Source: an optimization exercise on an open RTL-to-GDS flow (aim: small area). Production flows keep margins and buffers that such runs may drop.
RTL that was checked went through simulation tests only; none was proved equivalent to the original.
The RTL of run 2 was laid out without a check of its function.
No activity file was given, so power comes from the tool's default toggle rates.

===== design/flow/design.v =====
package csr_pkg;
  localparam int xlen       = 32;
  localparam int csr_addr_w = 12;
  localparam int cause_w    = 4;
  localparam int cnt_w      = 64;   
  localparam int n_ext_irq  = 8;
  typedef logic [xlen-1:0] csr_data_t;
  typedef enum logic [csr_addr_w-1:0] {
    addr_mstatus   = 12'h300,
    addr_misa      = 12'h301,
    addr_mie       = 12'h304,
    addr_mtvec     = 12'h305,
    addr_mscratch  = 12'h340,
    addr_mepc      = 12'h341,
    addr_mcause    = 12'h342,
    addr_mtval     = 12'h343,
    addr_mip       = 12'h344,
    addr_mcycle    = 12'hB00,
    addr_minstret  = 12'hB02,
    addr_mcycleh   = 12'hB80,
    addr_minstreth = 12'hB82,
    addr_cycle     = 12'hC00,
    addr_instret   = 12'hC02,
    addr_cycleh    = 12'hC80,
    addr_instreth  = 12'hC82,
    addr_mvendorid = 12'hF11,
    addr_marchid   = 12'hF12,
    addr_mimpid    = 12'hF13,
    addr_mhartid   = 12'hF14
  } csr_addr_e;
  typedef enum logic [2:0] {
    cmd_idle  = 3'b000,
    cmd_read  = 3'b100,
    cmd_write = 3'b101,
    cmd_set   = 3'b110,
    cmd_clear = 3'b111
  } csr_cmd_e;
  typedef enum logic [1:0] {
    priv_user    = 2'b00,
    priv_machine = 2'b11
  } priv_e;
  typedef enum logic [cause_w:0] {
    cause_inst_misaligned  = 5'h00,
    cause_inst_fault       = 5'h01,
    cause_illegal_inst     = 5'h02,
    cause_breakpoint       = 5'h03,
    cause_load_misaligned  = 5'h04,
    cause_load_fault       = 5'h05,
    cause_store_misaligned = 5'h06,
    cause_store_fault      = 5'h07,
    irq_software           = 5'h13,
    irq_timer              = 5'h17,
    irq_external           = 5'h1B
  } mcause_e;
  typedef struct packed {
    csr_cmd_e              cmd;
    logic [csr_addr_w-1:0] addr;
    csr_data_t             wdata;
  } csr_req_t;
  typedef struct packed {
    logic               exception;
    logic               is_int;
    logic [cause_w-1:0] code;
    csr_data_t          pc;
    csr_data_t          mem_addr;
    csr_data_t          inst;
  } trap_req_t;
  typedef struct packed {
    logic                  wen;
    logic [csr_addr_w-1:0] addr;
    csr_data_t             data;
  } csr_wr_t;
  localparam int mstatus_mie  = 3;
  localparam int mstatus_mpie = 7;
  localparam int mstatus_mpp  = 11;
  localparam int mip_msip     = 3;
  localparam int mip_mtip     = 7;
  localparam int mip_meip     = 11;
  localparam csr_data_t mtvec_reset = 32'h8000_0000;
  localparam csr_data_t mepc_reset  = 32'h0000_0080;
  localparam csr_data_t vendor_id  = 32'd0;
  localparam csr_data_t arch_id    = 32'd31;
  localparam csr_data_t impl_id    = 32'd1;
  localparam csr_data_t hart_id    = 32'd0;
  localparam csr_data_t misa_value = 32'h4010_1100;   
endpackage
module csr_access_ctrl (
  input  csr_pkg::csr_req_t  csr_req,
  input  csr_pkg::priv_e     prv,
  input  csr_pkg::csr_data_t rdata,
  input  logic               defined,
  output logic               illegal_access,
  output csr_pkg::csr_wr_t   csr_wr
);
  logic               is_access;
  logic               is_write;
  logic               ro_region;
  logic               priv_low;
  csr_pkg::csr_data_t wr_data;
  assign is_access = (csr_req.cmd != csr_pkg::cmd_idle);
  assign is_write  = (csr_req.cmd == csr_pkg::cmd_write) || (csr_req.cmd == csr_pkg::cmd_set) ||
                     (csr_req.cmd == csr_pkg::cmd_clear);
  assign ro_region = (csr_req.addr[11:10] == 2'b11);    
  assign priv_low  = (csr_req.addr[9:8] > prv);         
  assign illegal_access = is_access && (!defined || (is_write && ro_region) || priv_low);
  always_comb begin
    case (csr_req.cmd)
      csr_pkg::cmd_set:   wr_data = rdata | csr_req.wdata;
      csr_pkg::cmd_clear: wr_data = rdata & ~csr_req.wdata;
      default:            wr_data = csr_req.wdata;
    endcase
  end
  assign csr_wr.wen  = is_write && !illegal_access;
  assign csr_wr.addr = csr_req.addr;
  assign csr_wr.data = wr_data;
endmodule
module csr_trap_unit (
  input  logic               clk,
  input  logic               nreset,
  input  csr_pkg::csr_wr_t   csr_wr,
  input  csr_pkg::trap_req_t trap,
  input  logic               mret,
  output csr_pkg::priv_e     prv,
  output csr_pkg::csr_data_t mstatus,
  output logic               mie_bit,
  output csr_pkg::csr_data_t mtvec,
  output csr_pkg::csr_data_t mscratch,
  output csr_pkg::csr_data_t mepc,
  output csr_pkg::csr_data_t mcause,
  output csr_pkg::csr_data_t mtval,
  output csr_pkg::csr_data_t handler_pc
);
  csr_pkg::priv_e   mpp;
  logic             mpie;
  logic             wr_mstatus;
  csr_pkg::mcause_e trap_cause;
  assign wr_mstatus = csr_wr.wen && (csr_wr.addr == csr_pkg::addr_mstatus);
  assign trap_cause = csr_pkg::mcause_e'({trap.is_int, trap.code});
  assign handler_pc = mtvec;
  always_comb begin
    mstatus                                 = '0;
    mstatus[csr_pkg::mstatus_mpp +: 2]      = mpp;
    mstatus[csr_pkg::mstatus_mpie]          = mpie;
    mstatus[csr_pkg::mstatus_mie]           = mie_bit;
  end
  always_ff @(posedge clk or negedge nreset) begin
    if (!nreset) begin
      prv     <= csr_pkg::priv_machine;
      mpp     <= csr_pkg::priv_user;
      mpie    <= 1'b0;
      mie_bit <= 1'b0;
    end else if (wr_mstatus) begin
      if (csr_wr.data[csr_pkg::mstatus_mpp +: 2] != 2'b10) begin   
        mpp <= csr_pkg::priv_e'(csr_wr.data[csr_pkg::mstatus_mpp +: 2]);
      end
      mpie    <= csr_wr.data[csr_pkg::mstatus_mpie];
      mie_bit <= csr_wr.data[csr_pkg::mstatus_mie];
    end else if (trap.exception) begin
      prv     <= csr_pkg::priv_machine;
      mpp     <= prv;
      mpie    <= mie_bit;
      mie_bit <= 1'b0;
    end else if (mret) begin
      prv     <= mpp;
      mpp     <= csr_pkg::priv_user;
      mie_bit <= mpie;
      mpie    <= 1'b1;
    end
  end
  always_ff @(posedge clk or negedge nreset) begin
    if (!nreset) begin
      mtvec    <= csr_pkg::mtvec_reset;
      mscratch <= '0;
      mepc     <= csr_pkg::mepc_reset;
      mcause   <= '0;
      mtval    <= '0;
    end else begin
      if (trap.exception) begin
        mepc   <= {trap.pc[csr_pkg::xlen-1:1], 1'b0};
        mcause <= {trap.is_int, {(csr_pkg::xlen-csr_pkg::cause_w-1){1'b0}}, trap.code};
        case (trap_cause)
          csr_pkg::cause_inst_misaligned,
          csr_pkg::cause_inst_fault:       mtval <= trap.pc;
          csr_pkg::cause_load_misaligned,
          csr_pkg::cause_load_fault,
          csr_pkg::cause_store_misaligned,
          csr_pkg::cause_store_fault:      mtval <= trap.mem_addr;
          csr_pkg::cause_illegal_inst:     mtval <= trap.inst;
          default: ;                                   
        endcase
      end
      if (csr_wr.wen) begin
        case (csr_wr.addr)
          csr_pkg::addr_mtvec:    mtvec    <= {csr_wr.data[csr_pkg::xlen-1:2], 2'b00};
          csr_pkg::addr_mscratch: mscratch <= csr_wr.data;
          csr_pkg::addr_mepc:     mepc     <= csr_wr.data;
          csr_pkg::addr_mcause:   mcause   <= csr_wr.data;
          csr_pkg::addr_mtval:    mtval    <= csr_wr.data;
          default: ;
        endcase
      end
    end
  end
endmodule
module csr_counters (
  input  logic                      clk,
  input  logic                      nreset,
  input  csr_pkg::csr_wr_t          csr_wr,
  input  logic                      retire,
  output logic [csr_pkg::cnt_w-1:0] cycle,
  output logic [csr_pkg::cnt_w-1:0] instret
);
  logic [csr_pkg::cnt_w-1:0] count [2];   
  logic [1:0]                step;
  assign step    = {retire, 1'b1};        
  assign cycle   = count[0];
  assign instret = count[1];
  for (genvar i = 0; i < 2; i++) begin : g_count
    localparam csr_pkg::csr_addr_e lo_addr =
      (i == 0) ? csr_pkg::addr_mcycle : csr_pkg::addr_minstret;
    localparam csr_pkg::csr_addr_e hi_addr =
      (i == 0) ? csr_pkg::addr_mcycleh : csr_pkg::addr_minstreth;
    logic wr_lo;
    logic wr_hi;
    assign wr_lo = csr_wr.wen && (csr_wr.addr == lo_addr);
    assign wr_hi = csr_wr.wen && (csr_wr.addr == hi_addr);
    always_ff @(posedge clk or negedge nreset) begin
      if (!nreset) begin
        count[i] <= '0;
      end else if (wr_lo) begin
        count[i][csr_pkg::xlen-1:0] <= csr_wr.data;
      end else if (wr_hi) begin
        count[i][csr_pkg::cnt_w-1:csr_pkg::xlen] <= csr_wr.data;
      end else if (step[i]) begin
        count[i] <= count[i] + 1'b1;
      end
    end
  end
endmodule
module csr_irq_ctrl (
  input  logic                          clk,
  input  logic                          nreset,
  input  csr_pkg::csr_wr_t              csr_wr,
  input  logic                          timer_tick,
  input  logic [csr_pkg::n_ext_irq-1:0] ext_irq,
  input  csr_pkg::priv_e                prv,
  input  logic                          mie_bit,
  output csr_pkg::csr_data_t            mip,
  output logic                          interrupt_pending,
  output logic                          interrupt_taken,
  output csr_pkg::mcause_e              interrupt_code
);
  logic msip;    
  logic mtip;
  logic meip;
  always_ff @(posedge clk or negedge nreset) begin
    if (!nreset) begin
      msip <= 1'b0;
      mtip <= 1'b0;
      meip <= 1'b0;
    end else if (csr_wr.wen && (csr_wr.addr == csr_pkg::addr_mip)) begin
      msip <= csr_wr.data[csr_pkg::mip_msip];   
    end else begin
      mtip <= timer_tick;
      meip <= |ext_irq;
    end
  end
  always_comb begin
    mip                    = '0;
    mip[csr_pkg::mip_msip] = msip;
    mip[csr_pkg::mip_mtip] = mtip;
    mip[csr_pkg::mip_meip] = meip;
  end
  assign interrupt_pending = |mip;
  always_comb begin
    case (prv)
      csr_pkg::priv_user:    interrupt_taken = interrupt_pending;
      csr_pkg::priv_machine: interrupt_taken = interrupt_pending && mie_bit;
      default:               interrupt_taken = 1'b0;
    endcase
  end
  assign interrupt_code = mtip ? csr_pkg::irq_timer    :
                          meip ? csr_pkg::irq_external : csr_pkg::irq_software;
endmodule
module csr_read_mux (
  input  logic [csr_pkg::csr_addr_w-1:0] addr,
  input  csr_pkg::csr_data_t             mstatus,
  input  csr_pkg::csr_data_t             mtvec,
  input  csr_pkg::csr_data_t             mscratch,
  input  csr_pkg::csr_data_t             mepc,
  input  csr_pkg::csr_data_t             mcause,
  input  csr_pkg::csr_data_t             mtval,
  input  csr_pkg::csr_data_t             mip,
  input  logic [csr_pkg::cnt_w-1:0]      cycle,
  input  logic [csr_pkg::cnt_w-1:0]      instret,
  output csr_pkg::csr_data_t             rdata,
  output logic                           defined
);
  localparam int lo = csr_pkg::xlen;   
  always_comb begin
    rdata   = '0;
    defined = 1'b1;
    case (addr)
      csr_pkg::addr_mstatus:   rdata = mstatus;
      csr_pkg::addr_misa:      rdata = csr_pkg::misa_value;
      csr_pkg::addr_mie:       rdata = '0;    
      csr_pkg::addr_mtvec:     rdata = mtvec;
      csr_pkg::addr_mscratch:  rdata = mscratch;
      csr_pkg::addr_mepc:      rdata = mepc;
      csr_pkg::addr_mcause:    rdata = mcause;
      csr_pkg::addr_mtval:     rdata = mtval;
      csr_pkg::addr_mip:       rdata = mip;
      csr_pkg::addr_mcycle,
      csr_pkg::addr_cycle:     rdata = cycle[lo-1:0];
      csr_pkg::addr_mcycleh,
      csr_pkg::addr_cycleh:    rdata = cycle[csr_pkg::cnt_w-1:lo];
      csr_pkg::addr_minstret,
      csr_pkg::addr_instret:   rdata = instret[lo-1:0];
      csr_pkg::addr_minstreth,
      csr_pkg::addr_instreth:  rdata = instret[csr_pkg::cnt_w-1:lo];
      csr_pkg::addr_mvendorid: rdata = csr_pkg::vendor_id;
      csr_pkg::addr_marchid:   rdata = csr_pkg::arch_id;
      csr_pkg::addr_mimpid:    rdata = csr_pkg::impl_id;
      csr_pkg::addr_mhartid:   rdata = csr_pkg::hart_id;
      default:                 defined = 1'b0;
    endcase
  end
endmodule
module csr_file_top (
  input  logic                            clk,
  input  logic                            nreset,
  input  logic [2:0]                      csr_cmd,
  input  logic [csr_pkg::csr_addr_w-1:0]  csr_addr,
  input  logic [csr_pkg::xlen-1:0]        csr_wdata,
  input  logic                            trap_exception,
  input  logic                            trap_is_int,
  input  logic [csr_pkg::cause_w-1:0]     trap_code,
  input  logic [csr_pkg::xlen-1:0]        trap_pc,
  input  logic [csr_pkg::xlen-1:0]        trap_mem_addr,
  input  logic [csr_pkg::xlen-1:0]        trap_inst,
  input  logic                            mret,
  input  logic                            retire,
  input  logic                            timer_tick,
  input  logic [csr_pkg::n_ext_irq-1:0]   ext_irq,
  output logic [csr_pkg::xlen-1:0]        rdata,
  output logic                            illegal_access,
  output logic [1:0]                      prv,
  output logic [csr_pkg::xlen-1:0]        handler_pc,
  output logic [csr_pkg::xlen-1:0]        mepc,
  output logic                            interrupt_pending,
  output logic                            interrupt_taken,
  output logic [csr_pkg::cause_w:0]       interrupt_code
);
  csr_pkg::csr_req_t         csr_req;
  csr_pkg::trap_req_t        trap;
  csr_pkg::priv_e            prv_e;
  csr_pkg::mcause_e          interrupt_code_e;
  assign csr_req.cmd   = csr_pkg::csr_cmd_e'(csr_cmd);
  assign csr_req.addr  = csr_addr;
  assign csr_req.wdata = csr_wdata;
  assign trap.exception = trap_exception;
  assign trap.is_int    = trap_is_int;
  assign trap.code      = trap_code;
  assign trap.pc        = trap_pc;
  assign trap.mem_addr  = trap_mem_addr;
  assign trap.inst      = trap_inst;
  assign prv            = prv_e;
  assign interrupt_code = interrupt_code_e;
  logic                      defined;
  csr_pkg::csr_wr_t          csr_wr;       
  csr_pkg::csr_data_t        mstatus;
  logic                      mie_bit;
  csr_pkg::csr_data_t        mtvec;
  csr_pkg::csr_data_t        mscratch;
  csr_pkg::csr_data_t        mcause;
  csr_pkg::csr_data_t        mtval;
  csr_pkg::csr_data_t        mip;
  logic [csr_pkg::cnt_w-1:0] cycle;
  logic [csr_pkg::cnt_w-1:0] instret;
  csr_access_ctrl csr_access_ctrl_i (
    .csr_req        (csr_req),
    .prv            (prv_e),
    .rdata          (rdata),
    .defined        (defined),
    .illegal_access (illegal_access),
    .csr_wr         (csr_wr)
  );
  csr_trap_unit csr_trap_unit_i (
    .clk        (clk),
    .nreset     (nreset),
    .csr_wr     (csr_wr),
    .trap       (trap),
    .mret       (mret),
    .prv        (prv_e),
    .mstatus    (mstatus),
    .mie_bit    (mie_bit),
    .mtvec      (mtvec),
    .mscratch   (mscratch),
    .mepc       (mepc),
    .mcause     (mcause),
    .mtval      (mtval),
    .handler_pc (handler_pc)
  );
  csr_counters csr_counters_i (
    .clk     (clk),
    .nreset  (nreset),
    .csr_wr  (csr_wr),
    .retire  (retire),
    .cycle   (cycle),
    .instret (instret)
  );
  csr_irq_ctrl csr_irq_ctrl_i (
    .clk               (clk),
    .nreset            (nreset),
    .csr_wr            (csr_wr),
    .timer_tick        (timer_tick),
    .ext_irq           (ext_irq),
    .prv               (prv_e),
    .mie_bit           (mie_bit),
    .mip               (mip),
    .interrupt_pending (interrupt_pending),
    .interrupt_taken   (interrupt_taken),
    .interrupt_code    (interrupt_code_e)
  );
  csr_read_mux csr_read_mux_i (
    .addr     (csr_req.addr),
    .mstatus  (mstatus),
    .mtvec    (mtvec),
    .mscratch (mscratch),
    .mepc     (mepc),
    .mcause   (mcause),
    .mtval    (mtval),
    .mip      (mip),
    .cycle    (cycle),
    .instret  (instret),
    .rdata    (rdata),
    .defined  (defined)
  );
endmodule

===== design/flow/run.sh =====
#!/bin/bash
# synth_recipe.tcl (not shown) runs the flow's synth.tcl, then flattens the netlist and writes it again
# the make line also repeats each setting of config.mk as NAME=value (left out here)
make -C /OpenROAD-flow-scripts/flow DESIGN_CONFIG=/design/flow/config.mk WORK_HOME=/design/flow/orfs CLKGATE_MAP_FILE= SYNTH_SCRIPT=/design/flow/synth_recipe.tcl finish

===== design/flow/config.mk =====
export PLATFORM = sky130hd
export DESIGN_NAME = csr_file_top
export DESIGN_NICKNAME = csr_file_top
export VERILOG_FILES = /design/flow/design.v
export SDC_FILE = /design/flow/constraint.sdc
export NUM_CORES = 4
export LEC_CHECK = 0
export CAP_MARGIN = 20
export CORE_MARGIN = 2
export CORE_UTILIZATION = 40
export SLEW_MARGIN = 20

===== design/flow/constraint.sdc =====
create_clock -name core_clock -period 7.0 [get_ports {clk}]
set_input_delay 1.4000 -clock core_clock [delete_from_list [all_inputs] [get_ports {clk}]]
set_output_delay 1.4000 -clock core_clock [all_outputs]
set_load 0.01 [all_outputs]

==> qor.yml, run 1 <==
synthTopCellsByArea: "dfrtp_1, o21ai_0, mux2i_1"
initial_core_util_pct: 40.7
netlist_area_sq_um: 18100
final_cell_mix: "dfrtp_1, clkdlybuf4s50_1, nand2_1"
hold_buffers: 0
grt_pass1_vias: 17600
critPathKind: "input port to primary output"
critPathArrivalTime_ns: 4.77
skew_ns: 0.0179
rr_startpoint: "csr_trap_unit_i.prv[1]$_DFFE_PN1P_"
globalRouteOverflowTotal: 0
max-cap-violations: 0
numPortBuffers: 262
synth_edf_count: 0
tns_ns: 0
worstSetupEndpointType: "primary output"
via_per_inst: 6.54
cts_htree_levels: 2
layout_commonest_cell: "dfrtp_1"
worst_slew_pin_slew_ns: 1.12
cts_tree: "built"
crit_path_start: "csr_addr[2]"
finalSetupViolations: 0
final_nets: 2411
die_y_um: 217
rows: 77
clock.fmax_ghz: 0.162
drive_gt1_share_pct: 7.84
powerDensity_nw_per_um2: 204
fp.dieArea_sq_um: 46900
hold_viol_final: 0
slowest_stage: "or4b_1"
yosysTopAreaCellShare_pct: 40.3
pin_count: 268
hold_start: "csr_trap_unit_i.mscratch[0]$_DFFE_PN0P_"
cellLeakagePower_nw: 9.39
vias: 18700
cts_setup_buffers: 0
antenna_found_initial: 2
whs_path_depth: 2
dp_hpwl_mm: 63.6
slew_viol_final: 0
hp-class: "flop to flop"
async_reset_ff_share_pct: 100
crit_family: "buffers and inverters"
clk_pin_slew_worst_paths_ns: 0.06
grt_usage_pct: 36.1
drtIter0Drc: 2847
cts_num_sinks: 295
crit_top_cell: "clkdlybuf4s50_1"
avgRoutedWirePerCell_um: 29.9
worst-path-buf-inv: 3
drc: 0
period_share_pct: 88.1
cts_made_buffers: 36
synth-main-ff-cell: "dfrtp_1"
gp_congestion: 0.978
cts_buffer_depth: 3
dr.pass1.iters: 6
ys_seq_area_share_pct: 40.9
synth_top_area_cell: "dfrtp_1"
critPathMaxFanout: 9
ant_nets: 0
cts_root_buffer: "clkbuf_16"
cp.required_ns: 5.60
post_cts_resized: 0
die_w_um: 217
areaGrowthSynthToFinish_pct: 25.1
min_period_ns: 6.17
ys_types: 80
hold_ws_ns: 0.482
peakVddDrop_mv: 0.136
slew_headroom_pct: 25.3
slowest_delay_ns: 0.84
start_kind: "input port"
core-area_sq_um: 44400
rsz0062_at_grt: "no"
yosys_register_bits: 295
status: "timing/DRC/antenna clean"
rr_worst_depth: 9
path_cells: "clkdlybuf4s50_1, or4b_1, a211oi_4, a222oi_1, and4b_1, inv_1, clkdlybuf4s50_1"
ys_warn_count: 6
synthCells: 2038
clk_latency_ns: 0.55
worst-path-stages: 7
grt_max_degree: 98
grt_pass1_wl_mm: 124
postRouteWirelength_mm: 85.7
synth.avg_cell_area_sq_um: 8.87
-- Yosys cell counts (all sizes together), types with 11 or more instances --
| cell type | n |
|---|---|
| a21oi | 91 |
| xnor2 | 29 |
| nor4 | 34 |
| a31oi | 17 |
| nand3 | 75 |
| o211ai | 55 |
| o22ai | 13 |
| nor3 | 46 |
| nor2b | 37 |
| o221ai | 11 |
| nor2 | 61 |
| buf | 51 |
| nand2b | 30 |
| nand2 | 244 |
| and3 | 50 |
| a222oi | 59 |
| and4 | 17 |
| inv | 57 |
| a211oi | 41 |
| a221oi | 12 |
| nand4 | 43 |
| dfrtp | 291 |
| xor2 | 29 |
| o21ai | 206 |
| a22oi | 51 |
| or3 | 12 |
| clkbuf | 115 |
| o31a | 31 |
| mux2i | 92 |
-- metal layers --
layer	GRT usage [%]	vias up	share of wire [%]	wire, um
li1	-	8147	-	-
met1	51.3	9253	43	36600
met2	54.6	1148	44	37500
met3	7.33	167	10	8580
met4	12.7	2	3.5	3020
met5	0	-	0.019	16
-- worst register-to-register path, delay by kind of cell (launching register included) --
| kind | cells | cell delay [ns] |
|---|---|---|
| muxes | 1 | 0.17 |
| AOI/OAI and AO/OA | 2 | 1.00 |
| adders and majority gates | 1 | 0.31 |
| and+or+nand+nor | 3 | 1.19 |
| buffers and inverters | 2 | 0.53 |
| DFF | 1 | 0.63 |
-- state kept, by name, indices dropped and copies added, names as in the netlist --
| name | count |
|---|---|
| csr_trap_unit_i.mtvec | 30 |
| csr_irq_ctrl_i.meip | 1 |
| csr_irq_ctrl_i.mtip | 1 |
| csr_trap_unit_i.mcause | 32 |
| csr_trap_unit_i.mpp | 2 |
| csr_trap_unit_i.mepc | 32 |
| csr_trap_unit_i.mpie | 1 |
| csr_trap_unit_i.mtval | 32 |
| csr_counters_i.count | 128 |
| csr_trap_unit_i.prv | 2 |
| csr_irq_ctrl_i.msip | 1 |
| csr_trap_unit_i.mscratch | 32 |
| csr_trap_unit_i.mie_bit | 1 |
-- logic make-up (layout without fill, tap and decap cells) --
logic type / count (synthesis) / after routing / share of synthesized area, %
buffers and inverters: 223 / 452 / 5.19
adders and majority gates: 6 / 6 / 0.415
xor gates and xnor gates: 58 / 58 / 2.81
muxes: 101 / 101 / 5.78
AOI/OAI and AO/OA: 649 / 649 / 24.5
other: 2 / 7 / 0.0415
DFF: 295 / 295 / 40.9
and+or+nand+nor: 704 / 704 / 20.4
-- stage by stage --
step	utilization [%]	instances	setup WS, ns	area (sq um)	total power (W)
floorplan	-	2041	2.51	18100	0.00221
global placement	48.0	2797	0.854	21300	0.00260
detailed placement	48.0	2797	0.903	21300	0.00260
CTS	50.9	2862	0.884	22600	0.00461
global route	50.9	2862	0.811	22600	0.00476
finish	50.9	2864	0.833	22600	0.00461
-- report_power, final --
group	switching [W]	total, W	internal, W
registers	0.000170	0.00198	0.00181
clock network	0.000782	0.00201	0.00123
logic	0.000346	0.000611	0.000264
-- final timing paths --
| kind | slack [ns] | endpoint |
|---|---|---|
| worst max-delay path | 0.83 | rdata[11] |
| max in group asynchronous | 4.70 | csr_trap_unit_i.mtval[1]$_DFF_PN0_ |
| min in group asynchronous | 0.83 | csr_trap_unit_i.mtvec[6]$_DFFE_PN0P_ |
| worst max register to register | 2.99 | csr_trap_unit_i.mcause[27]$_DFF_PN0_ |
| worst min-delay path | 0.48 | csr_trap_unit_i.mscratch[0]$_DFFE_PN0P_ |
| worst min register to register | 0.48 | csr_trap_unit_i.mscratch[0]$_DFFE_PN0P_ |
-- layout make-up --
class | instances | area, sq um
sequential | 295 | 7390
antenna | 2 | 5.00
multi-input combinational | 1523 | 9870
fill | 4216 | 21800
inverter | 57 | 214
clock buffer | 51 | 1050
tap | 592 | 741
clock inverter | 14 | 214
timing repair buffer | 330 | 3140
==> run 2, diff against run 1 <==
--- a/design/flow/design.v
+++ b/design/flow/design.v
@@ -100,4 +100,3 @@
   assign is_access = (csr_req.cmd != csr_pkg::cmd_idle);
-  assign is_write  = (csr_req.cmd == csr_pkg::cmd_write) || (csr_req.cmd == csr_pkg::cmd_set) ||
-                     (csr_req.cmd == csr_pkg::cmd_clear);
+  assign is_write  = csr_req.cmd[2] && (csr_req.cmd[1:0] != 2'b00);
   assign ro_region = (csr_req.addr[11:10] == 2'b11);    
@@ -119,2 +118,3 @@
   input  logic               nreset,
+  input  logic               live,
   input  csr_pkg::csr_wr_t   csr_wr,
@@ -132,8 +132,18 @@
 );
-  csr_pkg::priv_e   mpp;
-  logic             mpie;
-  logic             wr_mstatus;
-  csr_pkg::mcause_e trap_cause;
-  assign wr_mstatus = csr_wr.wen && (csr_wr.addr == csr_pkg::addr_mstatus);
-  assign trap_cause = csr_pkg::mcause_e'({trap.is_int, trap.code});
+  csr_pkg::priv_e     mpp;
+  logic               mpie;
+  logic               wr_mstatus;
+  logic               wr_mtvec, wr_mscratch, wr_mepc, wr_mcause, wr_mtval;
+  logic               tval_pc, tval_mem, tval_inst;
+  logic [29:0]        mtvec_q;
+  assign wr_mstatus  = csr_wr.wen && (csr_wr.addr == csr_pkg::addr_mstatus);
+  assign wr_mtvec    = csr_wr.wen && (csr_wr.addr == csr_pkg::addr_mtvec);
+  assign wr_mscratch = csr_wr.wen && (csr_wr.addr == csr_pkg::addr_mscratch);
+  assign wr_mepc     = csr_wr.wen && (csr_wr.addr == csr_pkg::addr_mepc);
+  assign wr_mcause   = csr_wr.wen && (csr_wr.addr == csr_pkg::addr_mcause);
+  assign wr_mtval    = csr_wr.wen && (csr_wr.addr == csr_pkg::addr_mtval);
+  assign tval_pc   = !trap.is_int && (trap.code[3:1] == 3'b000);
+  assign tval_mem  = !trap.is_int && (trap.code[3:2] == 2'b01);
+  assign tval_inst = !trap.is_int && (trap.code == 4'd2);
+  assign mtvec      = {mtvec_q, 2'b00};
   assign handler_pc = mtvec;
@@ -171,31 +181,12 @@
     if (!nreset) begin
-      mtvec    <= csr_pkg::mtvec_reset;
-      mscratch <= '0;
-      mepc     <= csr_pkg::mepc_reset;
-      mcause   <= '0;
-      mtval    <= '0;
+      mtvec_q <= csr_pkg::mtvec_reset[csr_pkg::xlen-1:2];
+      mepc    <= csr_pkg::mepc_reset;
     end else begin
-      if (trap.exception) begin
-        mepc   <= {trap.pc[csr_pkg::xlen-1:1], 1'b0};
-        mcause <= {trap.is_int, {(csr_pkg::xlen-csr_pkg::cause_w-1){1'b0}}, trap.code};
-        case (trap_cause)
-          csr_pkg::cause_inst_misaligned,
-          csr_pkg::cause_inst_fault:       mtval <= trap.pc;
-          csr_pkg::cause_load_misaligned,
-          csr_pkg::cause_load_fault,
-          csr_pkg::cause_store_misaligned,
-          csr_pkg::cause_store_fault:      mtval <= trap.mem_addr;
-          csr_pkg::cause_illegal_inst:     mtval <= trap.inst;
-          default: ;                                   
-        endcase
+      if (wr_mtvec) begin
+        mtvec_q <= csr_wr.data[csr_pkg::xlen-1:2];
       end
-      if (csr_wr.wen) begin
-        case (csr_wr.addr)
-          csr_pkg::addr_mtvec:    mtvec    <= {csr_wr.data[csr_pkg::xlen-1:2], 2'b00};
-          csr_pkg::addr_mscratch: mscratch <= csr_wr.data;
-          csr_pkg::addr_mepc:     mepc     <= csr_wr.data;
-          csr_pkg::addr_mcause:   mcause   <= csr_wr.data;
-          csr_pkg::addr_mtval:    mtval    <= csr_wr.data;
-          default: ;
-        endcase
+      if (wr_mepc) begin
+        mepc <= csr_wr.data;
+      end else if (trap.exception) begin
+        mepc <= {trap.pc[csr_pkg::xlen-1:1], 1'b0};
       end
@@ -203,2 +194,25 @@
   end
+  logic hold_mscratch, hold_mcause, hold_mtval;
+  logic set_mcause, set_pc, set_mem, set_inst;
+  assign hold_mscratch = live && !wr_mscratch;
+  assign hold_mcause   = live && !wr_mcause && !trap.exception;
+  assign set_mcause    = !wr_mcause && trap.exception;
+  assign hold_mtval    = live && !wr_mtval && !(trap.exception && (tval_pc || tval_mem || tval_inst));
+  assign set_pc        = !wr_mtval && trap.exception && tval_pc;
+  assign set_mem       = !wr_mtval && trap.exception && tval_mem;
+  assign set_inst      = !wr_mtval && trap.exception && tval_inst;
+  always_ff @(posedge clk) begin
+    mscratch <= ({csr_pkg::xlen{wr_mscratch}}   & csr_wr.data) |
+                ({csr_pkg::xlen{hold_mscratch}} & mscratch);
+    mcause   <= ({csr_pkg::xlen{wr_mcause}}     & csr_wr.data) |
+                ({csr_pkg::xlen{hold_mcause}}   & mcause)      |
+                ({csr_pkg::xlen{set_mcause}}    & {trap.is_int,
+                                                   {(csr_pkg::xlen-csr_pkg::cause_w-1){1'b0}},
+                                                   trap.code});
+    mtval    <= ({csr_pkg::xlen{wr_mtval}}      & csr_wr.data)   |
+                ({csr_pkg::xlen{hold_mtval}}    & mtval)         |
+                ({csr_pkg::xlen{set_pc}}        & trap.pc)       |
+                ({csr_pkg::xlen{set_mem}}       & trap.mem_addr) |
+                ({csr_pkg::xlen{set_inst}}      & trap.inst);
+  end
 endmodule
@@ -206,3 +220,3 @@
   input  logic                      clk,
-  input  logic                      nreset,
+  input  logic                      live,
   input  csr_pkg::csr_wr_t          csr_wr,
@@ -212,2 +226,3 @@
 );
+  localparam int lo = csr_pkg::xlen;
   logic [csr_pkg::cnt_w-1:0] count [2];   
@@ -222,16 +237,31 @@
       (i == 0) ? csr_pkg::addr_mcycleh : csr_pkg::addr_minstreth;
-    logic wr_lo;
-    logic wr_hi;
+    logic                      wr_lo;
+    logic                      wr_hi;
+    logic                      keep_lo;
+    logic                      keep_hi;
+    logic                      cnt_lo;
+    logic                      cnt_hi;
+    logic [csr_pkg::cnt_w-1:0] inc;
+    logic [csr_pkg::cnt_w:0]   carry;
     assign wr_lo = csr_wr.wen && (csr_wr.addr == lo_addr);
     assign wr_hi = csr_wr.wen && (csr_wr.addr == hi_addr);
-    always_ff @(posedge clk or negedge nreset) begin
-      if (!nreset) begin
-        count[i] <= '0;
-      end else if (wr_lo) begin
-        count[i][csr_pkg::xlen-1:0] <= csr_wr.data;
-      end else if (wr_hi) begin
-        count[i][csr_pkg::cnt_w-1:csr_pkg::xlen] <= csr_wr.data;
-      end else if (step[i]) begin
-        count[i] <= count[i] + 1'b1;
-      end
+    assign keep_lo = live && wr_hi;
+    assign keep_hi = live && wr_lo;
+    assign cnt_lo  = live && !wr_lo && !wr_hi;
+    assign cnt_hi  = cnt_lo;
+    assign carry[0] = step[i];
+    assign inc[0]   = (live & count[i][0]) ^ carry[0];
+    assign carry[1] = carry[0] & count[i][0];
+    for (genvar b = 1; b < csr_pkg::cnt_w; b++) begin : g_bit
+      assign inc[b]     = count[i][b] ^ carry[b];
+      assign carry[b+1] = carry[b] & count[i][b];
+    end
+    always_ff @(posedge clk) begin
+      count[i][lo-1:0] <= ({lo{wr_lo}}   & csr_wr.data)     |
+                          ({lo{keep_lo}} & count[i][lo-1:0]) |
+                          ({lo{cnt_lo}}  & inc[lo-1:0])      |
+                          {{(lo-1){1'b0}}, !live && !wr_lo && !wr_hi && inc[0]};
+      count[i][csr_pkg::cnt_w-1:lo] <= ({lo{wr_hi}}   & csr_wr.data)                   |
+                                       ({lo{keep_hi}} & count[i][csr_pkg::cnt_w-1:lo]) |
+                                       ({lo{cnt_hi}}  & inc[csr_pkg::cnt_w-1:lo]);
     end
@@ -286,2 +316,3 @@
   input  logic [csr_pkg::csr_addr_w-1:0] addr,
+  input  logic                           live,
   input  csr_pkg::csr_data_t             mstatus,
@@ -299,29 +330,44 @@
   localparam int lo = csr_pkg::xlen;   
+  logic s_mstatus, s_misa, s_mie, s_mtvec, s_mscratch, s_mepc, s_mcause, s_mtval, s_mip;
+  logic s_cyc_lo, s_cyc_hi, s_ins_lo, s_ins_hi;
+  logic s_vendor, s_arch, s_impl, s_hart;
+  logic cnt_page;
+  assign s_mstatus  = (addr == csr_pkg::addr_mstatus);
+  assign s_misa     = (addr == csr_pkg::addr_misa);
+  assign s_mie      = (addr == csr_pkg::addr_mie);
+  assign s_mtvec    = (addr == csr_pkg::addr_mtvec);
+  assign s_mscratch = (addr == csr_pkg::addr_mscratch);
+  assign s_mepc     = (addr == csr_pkg::addr_mepc);
+  assign s_mcause   = (addr == csr_pkg::addr_mcause);
+  assign s_mtval    = (addr == csr_pkg::addr_mtval);
+  assign s_mip      = (addr == csr_pkg::addr_mip);
+  assign cnt_page = (addr[11:8] == 4'hB) || (addr[11:8] == 4'hC);
+  assign s_cyc_lo = cnt_page && (addr[7:0] == 8'h00);
+  assign s_cyc_hi = cnt_page && (addr[7:0] == 8'h80);
+  assign s_ins_lo = cnt_page && (addr[7:0] == 8'h02);
+  assign s_ins_hi = cnt_page && (addr[7:0] == 8'h82);
+  assign s_vendor = (addr == csr_pkg::addr_mvendorid);
+  assign s_arch   = (addr == csr_pkg::addr_marchid);
+  assign s_impl   = (addr == csr_pkg::addr_mimpid);
+  assign s_hart   = (addr == csr_pkg::addr_mhartid);
+  assign defined = s_mstatus | s_misa | s_mie | s_mtvec | s_mscratch | s_mepc | s_mcause |
+                   s_mtval | s_mip | s_cyc_lo | s_cyc_hi | s_ins_lo | s_ins_hi |
+                   s_vendor | s_arch | s_impl | s_hart;
   always_comb begin
-    rdata   = '0;
-    defined = 1'b1;
-    case (addr)
-      csr_pkg::addr_mstatus:   rdata = mstatus;
-      csr_pkg::addr_misa:      rdata = csr_pkg::misa_value;
-      csr_pkg::addr_mie:       rdata = '0;    
-      csr_pkg::addr_mtvec:     rdata = mtvec;
-      csr_pkg::addr_mscratch:  rdata = mscratch;
-      csr_pkg::addr_mepc:      rdata = mepc;
-      csr_pkg::addr_mcause:    rdata = mcause;
-      csr_pkg::addr_mtval:     rdata = mtval;
-      csr_pkg::addr_mip:       rdata = mip;
-      csr_pkg::addr_mcycle,
-      csr_pkg::addr_cycle:     rdata = cycle[lo-1:0];
-      csr_pkg::addr_mcycleh,
-      csr_pkg::addr_cycleh:    rdata = cycle[csr_pkg::cnt_w-1:lo];
-      csr_pkg::addr_minstret,
-      csr_pkg::addr_instret:   rdata = instret[lo-1:0];
-      csr_pkg::addr_minstreth,
-      csr_pkg::addr_instreth:  rdata = instret[csr_pkg::cnt_w-1:lo];
-      csr_pkg::addr_mvendorid: rdata = csr_pkg::vendor_id;
-      csr_pkg::addr_marchid:   rdata = csr_pkg::arch_id;
-      csr_pkg::addr_mimpid:    rdata = csr_pkg::impl_id;
-      csr_pkg::addr_mhartid:   rdata = csr_pkg::hart_id;
-      default:                 defined = 1'b0;
-    endcase
+    rdata = ({32{s_mstatus}}           & mstatus)                     |
+            ({32{s_misa}}              & csr_pkg::misa_value)         |
+            ({32{s_mtvec}}             & mtvec)                       |
+            ({32{s_mscratch && live}}  & mscratch)                    |
+            ({32{s_mepc}}              & mepc)                        |
+            ({32{s_mcause && live}}    & mcause)                      |
+            ({32{s_mtval && live}}     & mtval)                       |
+            ({32{s_mip}}               & mip)                         |
+            ({32{s_cyc_lo && live}}    & cycle[lo-1:0])               |
+            ({32{s_cyc_hi && live}}    & cycle[csr_pkg::cnt_w-1:lo])  |
+            ({32{s_ins_lo && live}}    & instret[lo-1:0])             |
+            ({32{s_ins_hi && live}}    & instret[csr_pkg::cnt_w-1:lo])|
+            ({32{s_vendor}}            & csr_pkg::vendor_id)          |
+            ({32{s_arch}}              & csr_pkg::arch_id)            |
+            ({32{s_impl}}              & csr_pkg::impl_id)            |
+            ({32{s_hart}}              & csr_pkg::hart_id);
   end
@@ -379,2 +425,7 @@
   logic [csr_pkg::cnt_w-1:0] instret;
+  logic                      live;         
+  always_ff @(posedge clk or negedge nreset) begin
+    if (!nreset) live <= 1'b0;
+    else         live <= 1'b1;
+  end
   csr_access_ctrl csr_access_ctrl_i (
@@ -390,2 +441,3 @@
     .nreset     (nreset),
+    .live       (live),
     .csr_wr     (csr_wr),
@@ -405,3 +457,3 @@
     .clk     (clk),
-    .nreset  (nreset),
+    .live    (live),
     .csr_wr  (csr_wr),
@@ -426,2 +478,3 @@
     .addr     (csr_req.addr),
+    .live     (live),
     .mstatus  (mstatus),
==> run 2 against run 1 <==
  * Now fails the layout checks on setup timing
  * Final cell count shrank 6.2%
  * Register-to-register slack lost 6.6 ns
  * Sequential power decreased by 11%
  * Final area increased by 2.8%
  * Synthesized cell count is 7.4% lower
  * Synthesized area fell by 7.4%
  * Critical path type is now input port to flop
  * Largest cell class unchanged
  * Largest power group unchanged
  * Highest routed layer is now met4
==> qor.yml, run 2 <==
status: "finished with violations"
checkFailReasons: "setup timing"
tns_ns: -103.54  # -103.54 ns
n_fill_cell: 3654  # -13%
grt_usage_pct: 31.1  # -5.0 points
grt_pass1_vias: 16500  # -6.3%
powerDensity_nw_per_um2: 178  # -13%
hp-class: "flop to flop"
die_w_um: 209  # -3.7%
worstSetupEndpointType: "flop"
async_reset_ff_share_pct: 24.3  # -76 points
netlist_area_sq_um: 16700  # -7.4%
rows: 74  # -3.9%
rsz0062_at_grt: "yes"
final_area_sq_um: 23200  # +2.8%
synth_mux_area_share_pct: 1.49  # -4.3 points
synth-adder-area-share_pct: 9.62  # +9.2 points
setup_slack_ns: -4.17  # -5.00 ns
yosysTopAreaCellShare_pct: 26.8  # -14 points
initial_core_util_pct: 40.7  # about the same
min_period_ns: 11.17  # +5.00 ns
numPortBuffers: 262  # unchanged
globalRouteOverflowTotal: 0  # unchanged
postRouteWirelength_mm: 69.5  # -19%
synth_top_family_by_area: "compound AO/OA/AOI/OAI gates"
final_cell_mix: "clkdlybuf4s50_1, dfxtp_1, a21oi_1"
slowest_delay_ns: 0.17  # -0.67 ns
drtIter0Drc: 1508  # -47%
dp_hpwl_mm: 50.5  # -21%
synthCells: 1887  # -7.4%
peakVddDrop_mv: 0.122  # -10%
areaGrowthSynthToFinish_pct: 38.8
yosys_register_bits: 296  # +0.34%
synth.avg_cell_area_sq_um: 8.87  # about the same
routed.top_layer: "met4"
slowest_stage: "ha_4"
clk_pin_slew_worst_paths_ns: 0.06  # about the same
finalSetupViolations: 51  # +51
pin_count: 268  # unchanged
clock.fmax_ghz: 0.0896  # -45%
grt_pass1_wl_mm: 103  # -17%
wl_met3_mm: 5.84  # -32%
die_y_um: 209  # -3.7%
pre_cts_ws_ns: -5.13  # -6.03 ns
start_kind: "input port"
drive_gt1_share_pct: 19.9  # +12 points
max-cap-violations: 0  # unchanged
dr.pass1.iters: 7  # +1
gp_congestion: 0.876  # -11%
crit_family: "adder cells"
seqCellArea_sq_um: 6290  # -15%
core-area_sq_um: 41100  # -7.4%
hold_buffers: 0  # unchanged
grt_max_degree: 89  # -9.2%
worst_slew_pin_slew_ns: 1.10  # -0.0185 ns
ant_nets: 0  # unchanged
synthXorXnorAreaFrac_pct: 0.105  # -2.7 points
ys_types: 80  # unchanged
ys_seq_area_share_pct: 37.6  # -3.3 points
synth_commonest_cells: "dfxtp_1, a22oi_1, a21oi_1, o22ai_1, ha_1"
clk_latency_ns: 0.55  # about the same
regMostFlops: "csr_counters_i.count"
cts_htree_levels: 2  # unchanged
via_per_inst: 6.29  # -3.8%
avgRoutedWirePerCell_um: 25.9  # -14%
period_share_pct: 160  # +71 points
synth_top_area_cell: "dfxtp_1"
synth_edf_count: 0  # unchanged
placed_area_sq_um: 21700  # +2.0%
fp.dieArea_sq_um: 43500  # -7.2%
antenna_found_initial: 1  # -1
layout_commonest_cell: "clkdlybuf4s50_1"
slew_viol_final: 0  # unchanged
critPathMaxFanout: 2  # -7
cts_num_sinks: 296  # +0.34%
yosysMostFrequentCell: "dfxtp_1"
slew_headroom_pct: 26.5  # +1.2 points
vias: 16900  # -9.7%
hold_viol_final: 0  # unchanged
wl_met1_mm: 27.9  # -24%
cts_tree: "built"
critPathArrivalTime_ns: 11.54  # +6.77 ns
rrSetupSlack_ns: -3.57  # -6.56 ns
largest_register_ffs: 128  # unchanged
report.power.total_w: 0.00414  # -10%
synthSimpleGateAreaFrac_pct: 15.3  # -5.1 points
critPathKind: "input port to flop"
ys_warn_count: 7  # +1
drc: 0  # unchanged
synth-compound-area-share_pct: 30.5  # +6.0 points
synthTopCellsByArea: "dfxtp_1, dfrtp_1, ha_1"
skew_ns: 0.0317  # +0.0138 ns
cts_made_buffers: 36  # unchanged
worst-path-buf-inv: 1  # -2
crit_top_cell: "ha_4"
synth-main-ff-cell: "dfxtp_1"
cts_buffer_depth: 3  # unchanged
cellLeakagePower_nw: 8.24  # -12%
multiInputGateArea_sq_um: 11500  # +17%
cts_root_buffer: "clkbuf_16"
cp.required_ns: 7.38  # +1.78 ns
dr_wl_met2_mm: 32.5  # -13%
final_nets: 2416  # +0.21%
## run 2: cell count changes in the layout (fill, tap and decap cells not counted), sizes merged, moves of 76 or more
cell / change
a22oi: +111
dfxtp: +224
mux2i: -76
nand2: -155
o21ai: -95
ha: +122
dfrtp: -223
o22ai: +120
## run 2: metrics by stage
step	util (%)	hold slack [ns]	instances
after floorplan	-	0.441	1891
after global placement	52.9	0.447	2619
after detailed placement	52.9	0.454	2620
after CTS	56.5	0.461	2686
after global routing	56.5	0.477	2687
final	56.5	0.460	2687
## run 2: where the power goes
part	internal, W	switching, W	total (W)	leakage [nW]
sequential	0.00173	0.0000380	0.00177	2.73
combinational	0.000211	0.000270	0.000481	4.92
clock	0.00111	0.000778	0.00189	0.586
total	0.00305	0.00109	0.00414	8.24
## run 2: final timing paths
| check | start | endpoint | depth (start not counted) |
|---|---|---|---|
| min in group asynchronous | nreset | csr_trap_unit_i.mepc[24]$_DFFE_PN0P_ | 1 |
| worst max-delay path | retire | csr_counters_i.count[1][63]$_DFF_P_ | 67 |
| worst max register to register | csr_counters_i.count[0][0]$_DFF_P_ | csr_counters_i.count[0][63]$_DFF_P_ | 65 |
| worst min register to register | csr_trap_unit_i.mcause[22]$_DFF_P_ | csr_trap_unit_i.mcause[22]$_DFF_P_ | 2 |
| max in group asynchronous | nreset | live$_DFF_PN0_ | 2 |
| worst min-delay path | csr_trap_unit_i.mcause[22]$_DFF_P_ | csr_trap_unit_i.mcause[22]$_DFF_P_ | 2 |
## run 2: logic make-up (layout without fill, tap and decap cells)
family	count (synthesis)	after routing
multiplexers	24	24
AO/OA/AOI/OAI	758	758
adder cells (fa/ha/maj)	129	129
flip-flops	296	296
XOR/XNOR	2	2
other	2	7
buffers and inverters	203	466
AND/OR/NAND/NOR	473	473
## run 2: what timing repair did
| action | CTS | global route |
|---|---|---|
| setup endpoints to repair | 55 | 54 |
| pin swaps | 7 | 1 |
| setup buffers | 0 | 0 |
| resized for setup | 58 | 5 |
## run 2: layout make-up
type,instances,share of cell area (%)
Clock buffer,55,4.66
Tap cell,532,2.86
Antenna cell,1,0.0108
Inverter,26,0.425
Sequential cell,296,27.1
Multi-Input combinational cell,1392,49.5
Timing Repair Buffer,374,14.9
Clock inverter,11,0.474
## run 2: metal layers
metal | GRT usage, % | up-vias
li1 | - | 7773
met1 | 39.0 | 8202
met2 | 51.3 | 750
met3 | 7.08 | 171
met4 | 13.8 | 0
met5 | 0 | -
## run 2: worst min-delay path, stage by stage (launching register included)
cell     delay [ns]
dfxtp_1        0.31
nand3_1        0.06
o21ai_1        0.05
==> run 3, diff against run 2 <==
--- a/design/flow/design.v
+++ b/design/flow/design.v
@@ -179,16 +179,18 @@
   end
-  always_ff @(posedge clk or negedge nreset) begin
-    if (!nreset) begin
-      mtvec_q <= csr_pkg::mtvec_reset[csr_pkg::xlen-1:2];
-      mepc    <= csr_pkg::mepc_reset;
-    end else begin
-      if (wr_mtvec) begin
-        mtvec_q <= csr_wr.data[csr_pkg::xlen-1:2];
-      end
-      if (wr_mepc) begin
-        mepc <= csr_wr.data;
-      end else if (trap.exception) begin
-        mepc <= {trap.pc[csr_pkg::xlen-1:1], 1'b0};
-      end
-    end
+  logic [29:0]        mtvec_n;
+  csr_pkg::csr_data_t mepc_n;
+  logic [29:0]        mtvec_nxt;
+  csr_pkg::csr_data_t mepc_nxt;
+  assign mtvec_q = live ? ~mtvec_n : csr_pkg::mtvec_reset[csr_pkg::xlen-1:2];
+  assign mepc    = live ? ~mepc_n  : csr_pkg::mepc_reset;
+  always_comb begin
+    mtvec_nxt = mtvec_q;
+    if (wr_mtvec) mtvec_nxt = csr_wr.data[csr_pkg::xlen-1:2];
+    mepc_nxt = mepc;
+    if (wr_mepc)             mepc_nxt = csr_wr.data;
+    else if (trap.exception) mepc_nxt = {trap.pc[csr_pkg::xlen-1:1], 1'b0};
+  end
+  always_ff @(posedge clk) begin
+    mtvec_n <= ~mtvec_nxt;
+    mepc_n  <= ~mepc_nxt;
   end
@@ -239,29 +241,35 @@
     logic                      wr_hi;
-    logic                      keep_lo;
-    logic                      keep_hi;
-    logic                      cnt_lo;
-    logic                      cnt_hi;
     logic [csr_pkg::cnt_w-1:0] inc;
-    logic [csr_pkg::cnt_w:0]   carry;
+    logic [csr_pkg::cnt_w-1:0] carry;
+    logic [csr_pkg::cnt_w-1:0] wr_mask;
+    logic [csr_pkg::cnt_w-1:0] inc_mask;
     assign wr_lo = csr_wr.wen && (csr_wr.addr == lo_addr);
     assign wr_hi = csr_wr.wen && (csr_wr.addr == hi_addr);
-    assign keep_lo = live && wr_hi;
-    assign keep_hi = live && wr_lo;
-    assign cnt_lo  = live && !wr_lo && !wr_hi;
-    assign cnt_hi  = cnt_lo;
-    assign carry[0] = step[i];
-    assign inc[0]   = (live & count[i][0]) ^ carry[0];
-    assign carry[1] = carry[0] & count[i][0];
-    for (genvar b = 1; b < csr_pkg::cnt_w; b++) begin : g_bit
-      assign inc[b]     = count[i][b] ^ carry[b];
-      assign carry[b+1] = carry[b] & count[i][b];
+    localparam int blk  = 8;
+    localparam int nblk = csr_pkg::cnt_w / blk;
+    logic           cin;
+    logic [nblk-1:0] ones;       
+    logic [nblk:0]   ones_pre;   
+    assign cin         = step[i] && !wr_lo && !wr_hi;
+    assign ones_pre[0] = 1'b1;
+    for (genvar k = 0; k < nblk; k++) begin : g_blk
+      assign ones[k]       = &count[i][k*blk +: blk];
+      assign ones_pre[k+1] = ones_pre[k] & ones[k];
+      assign carry[k*blk]  = cin & ones_pre[k];
+      for (genvar j = 0; j < blk; j++) begin : g_bit
+        localparam int b = k*blk + j;
+        if (b == 0) begin : g_b0
+          assign inc[b] = (live & count[i][b]) ^ carry[b];
+        end else begin : g_bn
+          assign inc[b] = count[i][b] ^ carry[b];
+        end
+        if (j < blk-1) begin : g_c
+          assign carry[b+1] = carry[b] & count[i][b];
+        end
+      end
     end
+    assign wr_mask  = {{lo{wr_hi}}, {lo{wr_lo}}};
+    assign inc_mask = {{lo{live && !wr_hi}}, {(lo-1){live && !wr_lo}}, !wr_lo};
     always_ff @(posedge clk) begin
-      count[i][lo-1:0] <= ({lo{wr_lo}}   & csr_wr.data)     |
-                          ({lo{keep_lo}} & count[i][lo-1:0]) |
-                          ({lo{cnt_lo}}  & inc[lo-1:0])      |
-                          {{(lo-1){1'b0}}, !live && !wr_lo && !wr_hi && inc[0]};
-      count[i][csr_pkg::cnt_w-1:lo] <= ({lo{wr_hi}}   & csr_wr.data)                   |
-                                       ({lo{keep_hi}} & count[i][csr_pkg::cnt_w-1:lo]) |
-                                       ({lo{cnt_hi}}  & inc[csr_pkg::cnt_w-1:lo]);
+      count[i] <= (wr_mask & {2{csr_wr.data}}) | (inc_mask & inc);
     end
==> run 3 against run 2 <==
  * The run now finishes clean
  * Non-clock buffer count fell by 49
  * Register-to-register slack improved by 5.9 ns
  * Combinational power about the same
  * Largest power group unchanged
  * Highest routed layer is now met5
==> qor.yml, run 3 <==
critPathKind: "input port to primary output"
clk_latency_ns: 0.56  # about the same
grt_max_degree: 104  # +17%
areaGrowthSynthToFinish_pct: 26.5
worst-path-stages: 6  # -91%
synth-main-ff-cell: "dfxtp_1"
layout_commonest_cell: "dfxtp_1"
critPathArrivalTime_ns: 5.06  # -6.48 ns
cts_setup_buffers: 0  # unchanged
peakVddDrop_mv: 0.186  # +53%
rr_endpoint: "csr_counters_i.count[0][63]$_DFF_P_"
drc: 0  # unchanged
hold_viol_final: 0  # unchanged
setup_slack_ns: 0.540  # +4.71 ns
avgRoutedWirePerCell_um: 28.9  # +12%
n_fill_cell: 3925  # +7.4%
ys_warn_count: 7  # unchanged
slowest_delay_ns: 0.96  # +0.79 ns
cts_made_buffers: 35  # -2.8%
min_period_ns: 6.46  # -4.71 ns
dr.pass1.iters: 8  # +1
regMostFlops: "csr_counters_i.count"
ys_types: 88  # +10%
synthTopCellsByArea: "dfxtp_1, ha_1, nand3_1"
rsz0062_at_grt: "no"
cts_tree: "built"
critPathMaxFanout: 17  # +15
via_per_inst: 6.38  # +1.4%
globalRouteOverflowTotal: 0  # unchanged
crit_path_start: "csr_addr[0]"
dp_hpwl_mm: 59.1  # +17%
cts_htree_levels: 2  # unchanged
gp_congestion: 1.01  # +16%
status: "timing/DRC/antenna clean"
die_y_um: 209  # about the same
grt_pass1_wl_mm: 116  # +12%
synth.avg_cell_area_sq_um: 8.31  # -6.3%
hp-class: "flop to flop"
ant_nets: 0  # unchanged
drive_gt1_share_pct: 8.08  # -12 points
netlist_area_sq_um: 16700  # about the same
async_reset_ff_share_pct: 3.38  # -21 points
yosys_register_bits: 296  # unchanged
clk_pin_slew_worst_paths_ns: 0.06  # about the same
yosysTopAreaCellShare_pct: 34.2  # +7.4 points
tns_ns: 0  # +103.54 ns
rr_worst_depth: 19  # -71%
post_cts_resized: 0  # -100%
slowest_stage: "nor4_1"
hold_buffers: 0  # unchanged
initial_core_util_pct: 40.7  # about the same
worst_slew_pin_slew_ns: 1.14  # +0.0364 ns
cts_buffer_depth: 3  # unchanged
cp.required_ns: 5.60  # -1.78 ns
final_cell_mix: "dfxtp_1, clkdlybuf4s50_1, nand3_1"
powerDensity_nw_per_um2: 207  # +16%
skew_ns: 0.0199  # -0.0118 ns
cts_num_sinks: 296  # unchanged
drtIter0Drc: 2157  # +43%
grt_pass1_vias: 16800  # +1.9%
rows: 74  # unchanged
slew_headroom_pct: 23.4  # -3.1 points
die_w_um: 209  # about the same
rrSetupSlack_ns: 2.31  # +5.88 ns
finalSetupViolations: 0  # -100%
postRouteWirelength_mm: 79.9  # +15%
numPortBuffers: 262  # unchanged
slew_viol_final: 0  # unchanged
fin_util_pct: 51.5  # -5.0 points
yosysMostFrequentCell: "dfxtp_1"
core-area_sq_um: 41100  # unchanged
cellLeakagePower_nw: 8.62  # +4.6%
worst-path-buf-inv: 2  # +1
synth_commonest_cells: "dfxtp_1, nand3_1, o21ai_0, nand2_1, clkbuf_1"
start_kind: "input port"
synth_top_area_cell: "dfxtp_1"
vias: 17600  # +4.3%
period_share_pct: 92.3  # -67 points
ys_seq_area_share_pct: 35.7  # -1.9 points
rr_startpoint: "csr_trap_unit_i.prv[1]$_DFFE_PN1P_"
crit_top_cell: "clkdlybuf4s50_1"
synthCells: 2013  # +6.7%
final_nets: 2476  # +2.5%
worstSetupEndpointType: "primary output"
max-cap-violations: 0  # unchanged
multiInputGateArea_sq_um: 9930  # -14%
largest_register_ffs: 128  # unchanged
synth_edf_count: 0  # unchanged
antenna_found_initial: 4  # +3
crit_family: "simple AND/OR/NAND/NOR gates"
fp.dieArea_sq_um: 43500  # about the same
clock.fmax_ghz: 0.155  # +73%
endpoint: "rdata[29]"
pin_count: 268  # unchanged
seqCellArea_sq_um: 5980  # -5.0%
grt_usage_pct: 35.7  # +4.6 points
cts_root_buffer: "clkbuf_16"
path_cells: "clkdlybuf4s50_1, or4b_2, nor4_1, a221oi_1, nand3_1, clkdlybuf4s50_1"
pre_cts_ws_ns: 0.717  # +5.84 ns
-- run 3: cell types whose count changed in the layout (fill, tap and decap cells not counted), moves of 64 or more --
cell / before / now
a21oi_1: 152 / 59
nand2_1: 87 / 174
nand3_1: 76 / 218
ha_4: 124 / 0
o22ai_1: 132 / 16
ha_1: 4 / 114
o21ai_0: 85 / 193
a22oi_1: 103 / 39
dfxtp_1: 222 / 286
-- run 3: area by class of cell --
| type | instances | share of cell area [%] |
|---|---|---|
| Sequential cell | 296 | 28.3 |
| Inverter | 42 | 0.745 |
| Clock buffer | 45 | 4.56 |
| Clock inverter | 19 | 1.71 |
| Tap cell | 532 | 3.14 |
| Antenna cell | 4 | 0.0473 |
| Multi-Input combinational cell | 1500 | 46.9 |
| Timing Repair Buffer | 325 | 14.6 |
-- run 3: metal layers --
layer | part of all wire [%] | global-route usage [%] | vias up
met4 | 4.9 | 17.6 | 2
met5 | 0.015 | 0 | -
met2 | 44 | 56.0 | 998
met3 | 9.5 | 7.28 | 194
li1 | - | - | 7925
met1 | 41 | 46.7 | 8496
-- run 3: worst min-delay path by stage --
| stage | start | endpoint | slack [ns] | depth (start not counted) |
|---|---|---|---|---|
| after detailed placement | csr_trap_unit_i.mcause[15]$_DFF_P_ | csr_trap_unit_i.mcause[15]$_DFF_P_ | 0.45 | 2 |
| after global placement | csr_trap_unit_i.mcause[15]$_DFF_P_ | csr_trap_unit_i.mcause[15]$_DFF_P_ | 0.45 | 2 |
| final | csr_trap_unit_i.mcause[18]$_DFF_P_ | csr_trap_unit_i.mcause[18]$_DFF_P_ | 0.47 | 2 |
| after floorplan | csr_trap_unit_i.mcause[15]$_DFF_P_ | csr_trap_unit_i.mcause[15]$_DFF_P_ | 0.44 | 2 |
| after CTS | csr_trap_unit_i.mcause[28]$_DFF_P_ | csr_trap_unit_i.mcause[28]$_DFF_P_ | 0.47 | 2 |
| after global routing | csr_trap_unit_i.mcause[8]$_DFF_P_ | csr_trap_unit_i.mcause[8]$_DFF_P_ | 0.49 | 2 |
-- run 3: metrics by stage --
step                hold slack (ns)  power, W  cell area, sq um  cells
finish                        0.469   0.00438             21200   2763
global route                  0.487   0.00447             21200   2760
CTS                           0.468   0.00438             21100   2759
detailed placement            0.455   0.00226             19800   2695
global placement              0.450   0.00226             19800   2693
floorplan                     0.435   0.00199             16800   2017
-- run 3: report_power, final --
group | internal (W) | total (W) | switching, W
combinational | 0.000191 | 0.000478 | 0.000286
clock | 0.00135 | 0.00214 | 0.000791
sequential | 0.00172 | 0.00176 | 0.0000404
total | 0.00326 | 0.00438 | 0.00112
-- run 3: cells by family (layout without fill, tap and decap cells) --
family | after synthesis | in the layout | share of synthesized area (%)
muxes | 53 | 53 | 3.41
and+or+nand+nor | 707 | 707 | 21.6
adders and majority gates | 114 | 114 | 8.52
AOI/OAI and AO/OA | 602 | 602 | 24.3
buffers and inverters | 221 | 431 | 5.50
DFF | 296 | 296 | 35.7
other | 2 | 10 | 0.0449
xor gates and xnor gates | 18 | 18 | 0.942
-- run 3: worst reg2reg max path, stage by stage, from the launching register on --
cell and delay (ns):
dfstp_2 0.57, inv_1 0.08, ha_1 0.29, nor2b_1 0.15
o21ai_0 0.80, nand4_1 0.28, nand3_1 0.25, nor4_1 0.12
buf_4 0.17, and3_1 0.15, ha_1 0.21, ha_1 0.19
ha_1 0.18, ha_1 0.18, ha_1 0.18, ha_1 0.22
ha_1 0.20, xor2_1 0.14, nand3_1 0.08, o21ai_0 0.09
==> run 4, diff against run 3 <==
==> design/flow/flow/run.sh (new file) <==
#!/bin/bash
# The standard layout (standard.sh) with two changes:
#  - synthesis maps the logic with an area-oriented ABC script (flow/synth_area.tcl);
#    the flip-flops and their names are the standard synthesis's;
#  - the port buffers that global placement adds to every input and output are the
#    smallest buffer cell instead of the clkdlybuf4s50_1 that buffer_ports picks.
# Each tool's full output is in orfs/logs/; make's own output is in flow_make.log.
set -euo pipefail
here=$(pwd)
echo 'export BUFFER_PORTS_ARGS = -buffer_cell sky130_fd_sc_hd__buf_1' >> config.mk
sed "s#SYNTH_SCRIPT=[^ ]*#SYNTH_SCRIPT=$here/flow/synth_area.tcl#" standard.sh > area_standard.sh
grep -q "SYNTH_SCRIPT=$here/flow/synth_area.tcl" area_standard.sh
bash area_standard.sh > flow_make.log 2>&1
==> design/flow/flow/abc_area.script (new file) <==
&get -n
&st
&dch
&nf -R 1000 -E 100
&put
==> design/flow/flow/synth_area.tcl (new file) <==
# The standard synthesis script (synth_recipe.tcl), with one change: ABC maps the
# logic with flow/abc_area.script, an area-oriented mapping, instead of ORFS's speed
# script. Everything else, flip-flop mapping included, is the standard synthesis.
set area_script [file join [file dirname [file normalize [info script]]] abc_area.script]
proc synth {args} { yosys synth -nofsm -noshare {*}$args }
proc abc {args} {
  set i [lsearch -exact $args -script]
  if {$i >= 0} {
    set args [lreplace $args [expr {$i+1}] [expr {$i+1}] $::area_script]
  }
  yosys abc {*}$args
}
source $::env(SCRIPTS_DIR)/synth.tcl
# left out here: clear keep_hierarchy, flatten, clean up, hide names made inside functions, write 1_2_yosys.v
==> design/flow/standard.sh (new file) <==
#!/bin/bash
# synth_recipe.tcl (not shown) runs the flow's synth.tcl, then flattens the netlist and writes it again
# the make line also repeats each setting of config.mk as NAME=value (left out here)
make -C /OpenROAD-flow-scripts/flow DESIGN_CONFIG=/design/flow/config.mk WORK_HOME=/design/flow/orfs CLKGATE_MAP_FILE= SYNTH_SCRIPT=/design/flow/synth_recipe.tcl "${@:-finish}"
--- a/design/flow/config.mk
+++ b/design/flow/config.mk
@@ -9,3 +9,7 @@
 export CORE_MARGIN = 2
-export CORE_UTILIZATION = 40
+export CORE_UTILIZATION = 65
+export CTS_BUF_LIST = sky130_fd_sc_hd__clkbuf_16
+export CTS_CLUSTER_DIAMETER = 80
+export CTS_CLUSTER_SIZE = 25
 export SLEW_MARGIN = 20
+export BUFFER_PORTS_ARGS = -buffer_cell sky130_fd_sc_hd__buf_1
removed: design/flow/run.sh
==> run 4 against run 3 <==
  * Still clean on timing, DRC and antenna
  * Final area is 23% lower
  * Global-route usage rose by 6.2 points
  * Clock skew up 0.0087 ns
  * Sequential power about the same
  * Combinational power down 45%
  * Routed wire length fell by 38%
  * Maximum frequency decreased by 0.64%
  * Final cell count decreased by 21%
  * Via count is 17% lower
  * Synthesized cell count shrank 22%
  * Clock power fell by 52%
  * Hold slack worse by 0.0067 ns
  * Critical endpoint is now csr_counters_i.count[0][62]$_DFF_P_
  * Largest cell class unchanged
==> qor.yml, run 4 <==
status: "timing/DRC/antenna clean"
grt_usage_pct: 41.9  # +6.2 points
critPathMaxFanout: 11  # -6
cts_htree_levels: 1  # -1
areaGrowthSynthToFinish_pct: 16.1
crit_family: "simple AND/OR/NAND/NOR gates"
antenna_cells: 0  # -4
cts_tree: "built"
hold_viol_final: 0  # unchanged
clk_pin_slew_worst_paths_ns: 0.10  # +0.04 ns
cp.required_ns: 7.37  # +1.77 ns
synth_top_area_cell: "dfxtp_1"
yosysTopAreaCellShare_pct: 40.9  # +6.7 points
ant_nets: 0  # unchanged
cellLeakagePower_nw: 6.42  # -25%
dp_hpwl_mm: 34.0  # -42%
n_fill_cell: 1615  # -59%
synth_commonest_cells: "nand2_1, dfxtp_1, o21ai_0, nor2_1, ha_1"
skew_ns: 0.0286  # +0.00866 ns
hold_buffers: 0  # unchanged
critPathArrivalTime_ns: 6.88  # +1.82 ns
peakVddDrop_mv: 0.216  # +16%
min_period_ns: 6.50  # +0.0417 ns
slew_headroom_pct: 22.7  # -0.64 points
finalSetupViolations: 0  # unchanged
drtIter0Drc: 1836  # -15%
max-cap-violations: 0  # unchanged
start_kind: "input port"
setup_slack_ns: 0.498  # -0.0417 ns
slowest_stage: "or4_1"
antenna_found_initial: 1  # -3
clock.fmax_ghz: 0.154  # -0.64%
die_y_um: 151  # -28%
synth.avg_cell_area_sq_um: 8.93  # +7.4%
via_per_inst: 6.74  # +5.8%
vias: 14700  # -17%
pin_count: 268  # unchanged
gp_congestion: 0.928  # -8.3%
regMostFlops: "csr_counters_i.count"
globalRouteOverflowTotal: 0  # unchanged
rsz0062_at_grt: "no"
synthTopCellsByArea: "dfxtp_1, ha_1, nand2_1"
avgRoutedWirePerCell_um: 22.7  # -21%
tns_ns: 0  # unchanged
async_reset_ff_share_pct: 3.38  # unchanged
grt_pass1_vias: 13600  # -19%
largest_register_ffs: 128  # unchanged
ys_seq_area_share_pct: 42.7  # +7.0 points
drc: 0  # unchanged
placed_area_sq_um: 15800  # -20%
initial_core_util_pct: 66.4  # +26 points
die_w_um: 151  # -28%
post_cts_resized: 0  # unchanged
final_cell_mix: "nand2_1, dfxtp_1, buf_1"
cts_made_buffers: 16  # -54%
worst_slew_pin_slew_ns: 1.16  # +0.0184 ns
yosys_register_bits: 296  # unchanged
core-area_sq_um: 21100  # -49%
grt_max_degree: 39  # -63%
slew_viol_final: 0  # unchanged
pre_cts_ws_ns: 0.0633  # -0.653 ns
slowest_delay_ns: 0.60  # -0.36 ns
numPortBuffers: 262  # unchanged
yosysMostFrequentCell: "nand2_1"
rows: 53  # -28%
crit_top_cell: "ha_1"
worst-path-buf-inv: 3  # +1
hp-class: "flop to flop"
powerDensity_nw_per_um2: 186  # -9.9%
fp.dieArea_sq_um: 22700  # -48%
final_area_sq_um: 16300  # -23%
-- run 4: changes by cell type after synthesis, sizes merged, moves of 24 or more --
cell	previous run	this run
nand3	220	15
clkbuf	139	0
nand2	176	288
o21ai	243	190
inv	41	0
nor2	102	141
buf	40	6
clkinv	1	30
a21o	30	2
o311a	25	0
a221oi	4	28
nand2b	24	0
-- run 4: cell families (layout without fill, tap and decap cells) --
group	after synthesis	count (layout)	synth area share, %
compound gates	477	477	22.9
xor+xnor	18	18	1.13
fa+ha+maj	114	114	10.2
buf+inv	36	361	1.13
flops	296	296	42.7
mux	63	63	4.80
other cells	2	6	0.0536
simple gates	563	563	17.2
-- run 4: routing by layer --
metal	routed length (um)	up-vias	global-route usage [%]
met5	11	-	0
met4	2680	2	20.5
met3	5840	197	7.80
met2	22300	1004	68.6
met1	18600	6839	53.3
li1	-	6611	-
-- run 4: worst paths after layout --
kind,start,endpoint,slack (ns),cells past startpoint
setup / recovery,csr_addr[8],csr_counters_i.count[0][62]$_DFF_P_,0.50,32
hold / removal,csr_trap_unit_i.mcause[27]$_DFF_P_,csr_trap_unit_i.mcause[27]$_DFF_P_,0.46,2
setup reg to reg,csr_trap_unit_i.prv[1]$_DFFE_PN1P_,csr_counters_i.count[0][62]$_DFF_P_,1.74,25
hold reg to reg,csr_trap_unit_i.mcause[27]$_DFF_P_,csr_trap_unit_i.mcause[27]$_DFF_P_,0.46,2
max in group asynchronous,nreset,csr_irq_ctrl_i.msip$_DFFE_PN0P_,5.77,1
min in group asynchronous,nreset,csr_trap_unit_i.mie_bit$_DFFE_PN0P_,0.83,1
-- run 4: metrics by stage --
step,total power (W),std cells,utilization [%]
floorplan,0.00191,1573,-
global placement,0.00203,2152,74.7
detailed placement,0.00204,2152,74.7
CTS,0.00302,2172,77.0
global route,0.00311,2173,77.1
finish,0.00303,2173,77.1
-- run 4: worst register-to-register path, cell delays in order, from the launching register on --
cell and delay, ns:
dfstp_2 0.58, clkinv_1 0.15, ha_1 0.33, a21oi_1 0.06, a21oi_1 0.12, o32ai_1 0.10, clkinv_1 0.08, nor3_1 0.05
buf_4 0.17, nand2_1 0.08, nand2_1 0.09, nor3_1 0.36, nand2_1 0.18, or4_1 0.60, or3_1 0.43, nor3_1 0.31
and2_0 0.18, ha_1 0.15, ha_1 0.16, ha_1 0.15, ha_1 0.14, ha_1 0.14, ha_1 0.14, ha_1 0.23
nand2_1 0.07, o21ai_0 0.08
-- run 4: where the power goes --
group / internal [W] / switching [W]
sequential: 0.00172 / 0.0000245
combinational: 0.0000869 / 0.000178
clock: 0.000449 / 0.000573
total: 0.00226 / 0.000775
-- run 4: layout make-up --
cell class / count / area [sq um] / share of cell area [%]
Clock buffer: 17 / 425 / 2.62
Clock inverter: 3 / 42.5 / 0.262
Sequential cell: 296 / 5980 / 36.8
Multi-Input combinational cell: 1241 / 7990 / 49.1
Inverter: 30 / 113 / 0.692
Tap cell: 275 / 344 / 2.12
Timing Repair Buffer: 311 / 1370 / 8.44

Re-timed with assumed drivers on the ports (clkbuf_16 on the clock, buf_2 on other inputs), run 4 has 0.526 ns of setup slack against 0.498 ns with ideal ports, and -0.025 ns once port delays also move by the mid clock arrival of 0.550 ns.
